Context: an optimization exercise on an open-source flow, tuned for small area, a short achievable clock period and few clock cycles per item. The choices shown serve that exercise and are no tape-out recipe.
At most, simulation tests tie the RTL to the original design; equivalence was not proved.

## pid_mc_core
module pid_mc_core #(
   parameter int                        W         = 16,
   parameter int                        FRAC      = 15,
   parameter int                        IACC_W    = 32,
   parameter int                        NCH       = 4,
   parameter logic signed [IACC_W-1:0]  I_ACC_MAX = 32'sh0FFFFFFF,
   parameter logic signed [IACC_W-1:0]  I_ACC_MIN = -32'sh10000000,
   parameter int                        DF_SHIFT  = 2,
   localparam int                       CH_W      = $clog2(NCH)
) (
   input  logic            clk,
   input  logic            rst_n,
   input  logic            in_valid,
   output logic            in_ready,
   input  logic [CH_W-1:0] in_ch,
   input  logic [W-1:0]    v_in,
   input  logic [W-1:0]    v_ref,
   input  logic            cfg_we,
   input  logic [CH_W-1:0] cfg_ch,
   input  logic [1:0]      cfg_sel,
   input  logic [W-1:0]    cfg_data,
   input  logic            ch_clr,
   input  logic [CH_W-1:0] ch_clr_id,
   output logic            out_valid,
   output logic [CH_W-1:0] out_ch,
   output logic [W-1:0]    u_out,
   output logic            u_sat
);
Size: roughly 82 I/O pins.
export LEC_CHECK = 0
export ABC_AREA = 1
export CAP_MARGIN = 20
export CORE_MARGIN = 2
export CORE_UTILIZATION = 40
export SETUP_SLACK_MARGIN = 5
export SLEW_MARGIN = 20
create_clock -name core_clock -period 10.0 [get_ports {clk}]
standard.sh (not shown) runs the stock make flow with config.mk's settings and CLKGATE_MAP_FILE= SYNTH_SCRIPT=/design/flow/synth_recipe.tcl, a recipe that flattens the netlist after the stock synthesis.
==> flow/flow/run.sh <==
#!/bin/bash
# Standard layout, with timing repair aimed below the clock period: repair_timing
# works towards a setup slack of MARGIN ns at the design's period.
set -euo pipefail
MARGIN=${MARGIN:-6.5}
bash standard.sh synth > synth.log 2>&1
bash standard.sh SETUP_SLACK_MARGIN=$MARGIN finish > layout.log 2>&1
The baseline passed the timing, DRC and antenna checks.
Testbench counts at the start, summed over its fixed seeds: cycles 4,935, items 4,800.
Edit:
==> flow/run.sh (new file) <==
#!/bin/bash
# synth_recipe.tcl (not shown) runs the flow's synth.tcl, then flattens the netlist and writes it again
# the make line also repeats each setting of config.mk as NAME=value (left out here)
make -C /OpenROAD-flow-scripts/flow DESIGN_CONFIG=/design/flow/config.mk WORK_HOME=/design/flow/orfs CLKGATE_MAP_FILE= SYNTH_SCRIPT=/design/flow/synth_recipe.tcl finish
CORE_UTILIZATION = 60   (was 40)
removed: flow/flow/run.sh
removed: flow/standard.sh
After rerunning: Hold slack gains 0.030 ns; count of clock-buffer cells in the layout is lower by 12; wire length decreases by 12%.
Edit:
CORE_UTILIZATION = 40   (was 60)
PLACE_DENSITY = 0.75   (was unset)
Outcome: First-iteration DRC count goes down by a few percent. Cell area is higher slightly. Setup slack gains 0.089 ns. Via count hardly moves.
Edit:
PLACE_DENSITY = unset   (was 0.75)
- maximum frequency shrinks by 0.82%
- worst hold slack stays flat
- non-clock buffer count grows by 19
- sequential share of layout area hardly moves

Another version of the RTL of pid_mc_core (not shown whole).
Size in the first run: about 1300 flip-flops, ~78000 um2 of cells after synthesis.
clock: 10.0 ns
lec_check: 0
abc_area: 1
cap_margin: 20
core_margin: 2
core_utilization: 40
setup_slack_margin: 5
slew_margin: 20
==> flow/flow/run.sh <==
#!/bin/bash
# Standard layout, with timing repair aimed below the clock period: repair_timing
# works towards a setup slack of MARGIN ns at the design's period.
set -euo pipefail
MARGIN=${MARGIN:-6.9}
bash standard.sh synth > synth.log 2>&1
bash standard.sh SETUP_SLACK_MARGIN=$MARGIN finish > layout.log 2>&1
Next try:
--- a/flow/flow/run.sh
+++ b/flow/flow/run.sh
@@ -4,3 +4,3 @@
 set -euo pipefail
-MARGIN=${MARGIN:-6.9}
+MARGIN=${MARGIN:-6.6}
 bash standard.sh synth > synth.log 2>&1
Routed wire length fell by 2.1%.
Critical path depth stays the same.
Count of clock-buffer cells in the layout goes down by 13.
First-iteration DRC count goes down by 5.3%.
Synthesized cell count stays the same.
Non-clock buffer count is lower by 131.
Via count came out lower by 1.9%.
Final cell count falls by 1.2%.
No functional check of the RTL was part of any run of this note.

afterwards: timing with drivers on the ports:
In the flow no input, the clock included, has a driving cell. The finished layouts below were timed again as built, in two steps.
Step 1 sets driving cells, clkbuf_16 on the clock port and buf_2 on the other inputs (assumed; they add their load-dependent delay and slew).
Step 2 times the ports against the registers' clock, not the clock port: input delays grow and output delays shrink by t, the midpoint of the rising clock arrivals with the driver on.
Three values: no drivers, after step 1, after step 2; two values: the first two.
run	shift t [ns]	setup WS [ns]	worst setup path after step 2	worst register clock-pin slew, ns	worst data-port slew with drivers (ns)
the first run of note 1	0.871	4.882 / 4.882 / 4.882	register to register	0.07 / 0.07	0.10
the second run of note 1	0.840	4.885 / 4.885 / 4.446	input to register	0.07 / 0.07	0.05
the third run of note 1	0.811	4.974 / 4.974 / 4.974	register to register	0.07 / 0.07	0.04
the fourth run of note 1	0.843	4.933 / 4.933 / 4.933	register to register	0.07 / 0.07	0.11
the first run of note 2	0.869	6.643 / 6.600 / 6.376	input to register	0.07 / 0.07	0.06
the second run of note 2	0.883	6.597 / 6.567 / 6.385	input to register	0.07 / 0.07	0.04
After both steps every run listed still meets setup and hold. The setup slack of the second run of note 1, which loses most, moves by 0.000 ns with the drivers and by -0.439 ns with both steps.
